From an optimization exercise on the open Yosys and OpenROAD flow, aimed at small area; shortcuts taken in it are not production practice.
The RTL was checked by simulation tests, not by an equivalence proof against the original design.

the previous run:
==> module btb_dec16, before the edit <==
module btb_dec16 #(
    parameter bit GATED  = 1'b0,
    parameter int COPIES = 1
) (
    input  logic                    en,
    input  logic [3:0]              idx,
    output logic [COPIES-1:0][15:0] oh
);
    logic [3:0] nlo, nhi;
    btb_predec4 #(.GATED(1'b0))  u_lo (.en(1'b1), .idx(idx[1:0]), .ny(nlo));
    btb_predec4 #(.GATED(GATED)) u_hi (.en(en),   .idx(idx[3:2]), .ny(nhi));
    for (genvar c = 0; c < COPIES; c++) begin : g_c
        for (genvar i = 0; i < 16; i++) begin : g_o
            btb_nor2 u_o (.a(nhi[i/4]), .b(nlo[i%4]), .y(oh[c][i]));
        end
    end
endmodule
==> module branch_target_predictor, before the edit <==
module branch_target_predictor #(
    parameter int ADDR_WIDTH   = 32,
    parameter int INDEX_BITS   = 4,
    parameter int COUNTER_BITS = 2,
    parameter int TAG_BITS     = ADDR_WIDTH - INDEX_BITS - 2
) (
    input  logic                  clock,
    input  logic                  reset,
    input  logic [ADDR_WIDTH-1:0] lookup_pc,
    output logic                  predict_hit,
    output logic                  predict_taken,
    output logic [ADDR_WIDTH-1:0] predict_next_pc,
    input  logic                  update_valid,
    input  logic [ADDR_WIDTH-1:0] update_pc,
    input  logic                  update_taken,
    input  logic [ADDR_WIDTH-1:0] update_target,
    input  logic                  update_pred_taken,
    input  logic [ADDR_WIDTH-1:0] update_pred_target,
    input  logic                  flush,
    output logic                  mispredict,
    output logic [31:0]           branch_count,
    output logic [31:0]           mispredict_count
);
    localparam int ENTRIES = 16;
    logic [ENTRIES-1:0]      ent_valid;
    logic [TAG_BITS-1:0]     ent_tag    [ENTRIES];
    logic [ADDR_WIDTH-1:0]   ent_target [ENTRIES];
    logic [COUNTER_BITS-1:0] ent_ctr    [ENTRIES];
    logic [3:0]          lookup_idx, update_idx;
    logic [TAG_BITS-1:0] lookup_tag, update_tag;
    logic                unused_pc_bits;
    assign lookup_idx     = lookup_pc[5:2];
    assign lookup_tag     = lookup_pc[ADDR_WIDTH-1:6];
    assign update_idx     = update_pc[5:2];
    assign update_tag     = update_pc[ADDR_WIDTH-1:6];
    assign unused_pc_bits = &{1'b0, update_pc[1:0]};
    logic [3:0][ENTRIES-1:0] lsel;
    logic [2:0][ENTRIES-1:0] usel;
    btb_dec16 #(.GATED(1'b0), .COPIES(4)) u_ldec (.en(1'b1),         .idx(lookup_idx), .oh(lsel));
    btb_dec16 #(.GATED(1'b1), .COPIES(3)) u_udec (.en(update_valid), .idx(update_idx), .oh(usel));
    logic                  l_valid, l_ctr_hi;
    logic [TAG_BITS-1:0]   l_tag;
    logic [ADDR_WIDTH-1:0] l_target;
    logic                    u_valid;
    logic [TAG_BITS-1:0]     u_tag;
    logic [COUNTER_BITS-1:0] u_ctr;
    for (genvar b = 0; b < TAG_BITS; b++) begin : g_tag_rd
        logic [ENTRIES-1:0] col;
        for (genvar i = 0; i < ENTRIES; i++) begin : g_col
            assign col[i] = ent_tag[i][b];
        end
        btb_mux16 u_l (.s(lsel[b / 13]), .d(col), .y(l_tag[b]));
        btb_mux16 u_u (.s(usel[b / 13]), .d(col), .y(u_tag[b]));
    end
    for (genvar b = 0; b < ADDR_WIDTH; b++) begin : g_tgt_rd
        logic [ENTRIES-1:0] col;
        for (genvar i = 0; i < ENTRIES; i++) begin : g_col
            assign col[i] = ent_target[i][b];
        end
        btb_mux16 u_l (.s(lsel[2 + b / 16]), .d(col), .y(l_target[b]));
    end
    for (genvar b = 0; b < COUNTER_BITS; b++) begin : g_ctr_rd
        logic [ENTRIES-1:0] col;
        for (genvar i = 0; i < ENTRIES; i++) begin : g_col
            assign col[i] = ent_ctr[i][b];
        end
        btb_mux16 u_u (.s(usel[1]), .d(col), .y(u_ctr[b]));
    end
    logic [ENTRIES-1:0] ctr_hi_col;
    for (genvar i = 0; i < ENTRIES; i++) begin : g_hi_col
        assign ctr_hi_col[i] = ent_ctr[i][COUNTER_BITS-1];
    end
    btb_mux16 u_l_valid (.s(lsel[0]), .d(ent_valid),  .y(l_valid));
    btb_mux16 u_l_ctr   (.s(lsel[0]), .d(ctr_hi_col), .y(l_ctr_hi));
    btb_mux16 u_u_valid (.s(usel[0]), .d(ent_valid),  .y(u_valid));
    assign predict_hit     = l_valid && (l_tag == lookup_tag);
    assign predict_taken   = predict_hit && l_ctr_hi;
    assign predict_next_pc = predict_taken ? l_target
                                           : {lookup_pc[ADDR_WIDTH-1:2] + 30'd1, lookup_pc[1:0]};
    logic                    u_hit;
    logic [COUNTER_BITS-1:0] u_ctr_next;
    assign u_hit = u_valid && (u_tag == update_tag);
    always_comb begin
        u_ctr_next = u_ctr;
        if (u_hit) begin
            if (update_taken) begin
                if (u_ctr != '1) u_ctr_next = u_ctr + COUNTER_BITS'(1);
            end else if (u_ctr != '0) begin
                u_ctr_next = u_ctr - COUNTER_BITS'(1);
            end
        end else if (update_taken) begin
            u_ctr_next = COUNTER_BITS'(1) << (COUNTER_BITS - 1);
        end
    end
    for (genvar i = 0; i < ENTRIES; i++) begin : g_entry
        logic wr;
        assign wr = usel[2][i] && update_taken;
        always_ff @(posedge clock) begin
            if (reset || flush) ent_valid[i] <= 1'b0;
            else if (wr) ent_valid[i] <= 1'b1;
        end
        always_ff @(posedge clock) begin
            if (wr) begin
                ent_tag[i]    <= update_tag;
                ent_target[i] <= update_target;
            end
            if (usel[2][i]) ent_ctr[i] <= u_ctr_next;
        end
    end
    logic miss_event;
    assign miss_event = update_valid &&
                        ((update_taken != update_pred_taken) ||
                         (update_taken && (update_target != update_pred_target)));
    logic [31:0] branch_next, mispredict_next;
    btb_satinc32 u_branch_inc     (.en(update_valid), .rst(reset), .q(branch_count),     .d(branch_next));
    btb_satinc32 u_mispredict_inc (.en(miss_event),   .rst(reset), .q(mispredict_count), .d(mispredict_next));
    always_ff @(posedge clock) begin
        mispredict       <= !reset && miss_event;
        branch_count     <= branch_next;
        mispredict_count <= mispredict_next;
    end
endmodule
clock: 7.0 ns
lec_check: 0
cap_margin: 10
core_margin: 2
core_utilization: 50
slew_margin: 10
synth_hierarchical: 1
synth_minimum_keep_size: 0
standard.sh (not shown) runs the stock make flow with config.mk's settings and CLKGATE_MAP_FILE= SYNTH_SCRIPT=/design/flow/synth_recipe.tcl, a recipe that flattens the netlist after the stock synthesis.
==> flow/flow/run.sh <==
#!/bin/bash
# Standard ORFS layout (the standard.sh), with two changes:
#  - ports are buffered with the smallest buffer (buf_1) instead of the tool's default pick;
#  - clock tree synthesis clusters up to 18 sinks per clkbuf_8 and adds no dummy loads.
# The make output (all tools) goes to standard_flow.log; each ORFS step also keeps its own
# log under orfs/logs/.
set -euo pipefail
bash standard.sh \
  "BUFFER_PORTS_ARGS=-buffer_cell sky130_fd_sc_hd__buf_1" \
  "CTS_ARGS=-sink_clustering_enable -repair_clock_nets -buf_list sky130_fd_sc_hd__clkbuf_8 -sink_clustering_size 18 -sink_clustering_max_diameter 80 -dont_use_dummy_load" \
  finish > standard_flow.log 2>&1
## Diff of input files: the current run against the previous run
diff --git a/flow/design.v b/flow/design.v
--- a/flow/design.v
+++ b/flow/design.v
@@ -88,18 +88,15 @@
 endmodule
 module btb_dec16 #(
-    parameter bit GATED  = 1'b0,
-    parameter int COPIES = 1
+    parameter bit GATED = 1'b0
 ) (
-    input  logic                    en,
-    input  logic [3:0]              idx,
-    output logic [COPIES-1:0][15:0] oh
+    input  logic        en,
+    input  logic [3:0]  idx,
+    output logic [15:0] oh
 );
     logic [3:0] nlo, nhi;
     btb_predec4 #(.GATED(1'b0))  u_lo (.en(1'b1), .idx(idx[1:0]), .ny(nlo));
     btb_predec4 #(.GATED(GATED)) u_hi (.en(en),   .idx(idx[3:2]), .ny(nhi));
-    for (genvar c = 0; c < COPIES; c++) begin : g_c
-        for (genvar i = 0; i < 16; i++) begin : g_o
-            btb_nor2 u_o (.a(nhi[i/4]), .b(nlo[i%4]), .y(oh[c][i]));
-        end
+    for (genvar i = 0; i < 16; i++) begin : g_o
+        btb_nor2 u_o (.a(nhi[i/4]), .b(nlo[i%4]), .y(oh[i]));
     end
 endmodule
@@ -184,8 +181,7 @@
     assign update_tag     = update_pc[ADDR_WIDTH-1:6];
     assign unused_pc_bits = &{1'b0, update_pc[1:0]};
-    logic [3:0][ENTRIES-1:0] lsel;
-    logic [2:0][ENTRIES-1:0] usel;
-    btb_dec16 #(.GATED(1'b0), .COPIES(4)) u_ldec (.en(1'b1),         .idx(lookup_idx), .oh(lsel));
-    btb_dec16 #(.GATED(1'b1), .COPIES(3)) u_udec (.en(update_valid), .idx(update_idx), .oh(usel));
+    logic [ENTRIES-1:0] lsel, usel;
+    btb_dec16 #(.GATED(1'b0)) u_ldec (.en(1'b1),         .idx(lookup_idx), .oh(lsel));
+    btb_dec16 #(.GATED(1'b1)) u_udec (.en(update_valid), .idx(update_idx), .oh(usel));
     logic                  l_valid, l_ctr_hi;
     logic [TAG_BITS-1:0]   l_tag;
@@ -199,6 +195,6 @@
             assign col[i] = ent_tag[i][b];
         end
-        btb_mux16 u_l (.s(lsel[b / 13]), .d(col), .y(l_tag[b]));
-        btb_mux16 u_u (.s(usel[b / 13]), .d(col), .y(u_tag[b]));
+        btb_mux16 u_l (.s(lsel), .d(col), .y(l_tag[b]));
+        btb_mux16 u_u (.s(usel), .d(col), .y(u_tag[b]));
     end
     for (genvar b = 0; b < ADDR_WIDTH; b++) begin : g_tgt_rd
@@ -207,5 +203,5 @@
             assign col[i] = ent_target[i][b];
         end
-        btb_mux16 u_l (.s(lsel[2 + b / 16]), .d(col), .y(l_target[b]));
+        btb_mux16 u_l (.s(lsel), .d(col), .y(l_target[b]));
     end
     for (genvar b = 0; b < COUNTER_BITS; b++) begin : g_ctr_rd
@@ -214,5 +210,5 @@
             assign col[i] = ent_ctr[i][b];
         end
-        btb_mux16 u_u (.s(usel[1]), .d(col), .y(u_ctr[b]));
+        btb_mux16 u_u (.s(usel), .d(col), .y(u_ctr[b]));
     end
     logic [ENTRIES-1:0] ctr_hi_col;
@@ -220,7 +216,7 @@
         assign ctr_hi_col[i] = ent_ctr[i][COUNTER_BITS-1];
     end
-    btb_mux16 u_l_valid (.s(lsel[0]), .d(ent_valid),  .y(l_valid));
-    btb_mux16 u_l_ctr   (.s(lsel[0]), .d(ctr_hi_col), .y(l_ctr_hi));
-    btb_mux16 u_u_valid (.s(usel[0]), .d(ent_valid),  .y(u_valid));
+    btb_mux16 u_l_valid (.s(lsel), .d(ent_valid),  .y(l_valid));
+    btb_mux16 u_l_ctr   (.s(lsel), .d(ctr_hi_col), .y(l_ctr_hi));
+    btb_mux16 u_u_valid (.s(usel), .d(ent_valid),  .y(u_valid));
     assign predict_hit     = l_valid && (l_tag == lookup_tag);
     assign predict_taken   = predict_hit && l_ctr_hi;
@@ -244,5 +240,5 @@
     for (genvar i = 0; i < ENTRIES; i++) begin : g_entry
         logic wr;
-        assign wr = usel[2][i] && update_taken;
+        assign wr = usel[i] && update_taken;
         always_ff @(posedge clock) begin
             if (reset || flush) ent_valid[i] <= 1'b0;
@@ -254,5 +250,5 @@
                 ent_target[i] <= update_target;
             end
-            if (usel[2][i]) ent_ctr[i] <= u_ctr_next;
+            if (usel[i]) ent_ctr[i] <= u_ctr_next;
         end
     end
Notes after the runs:
On multi-input logic portion of the cell area: the current run sits below the previous run. Diff the previous run -> the current run: post-placement cell count went down about 2.2%, length of routed wiring on met1 went up about 9%. Against the previous run, number of fill cells in the layout in the current run fell slightly. The current run does worse than the previous run on final wirelength. Re die height: the current run is 0.37% down on the previous run. In the flow results for the current run and the previous run, the smallest setup slack after layout is larger on the current run.

what the ideal ports hide:
No port has a modelled driver above. Below, the same layouts with a new extraction and two added sets of constraints. Step 1 assumes that a clkbuf_16 drives the clock port and a buf_2 every other input. Step 2 also shifts input and output timing later by t, the mid clock arrival at the registers, as if the neighbouring blocks saw the same clock. a / b / c = ideal ports / drivers / drivers and shift; a / b = the first two.
| run | t, ns | slack for setup (ns) | worst slew at a driven data input, ns |
|---|---|---|---|
| the previous run | 0.730 | 0.160 / 0.129 / 0.129 | 0.12 |
| the current run | 0.744 | 0.291 / 0.262 / 0.262 | 0.15 |
After both steps every run listed still meets setup and hold. For the previous run, which loses most, drivers alone change the setup slack by -0.031 ns; drivers and shift together by -0.031 ns.
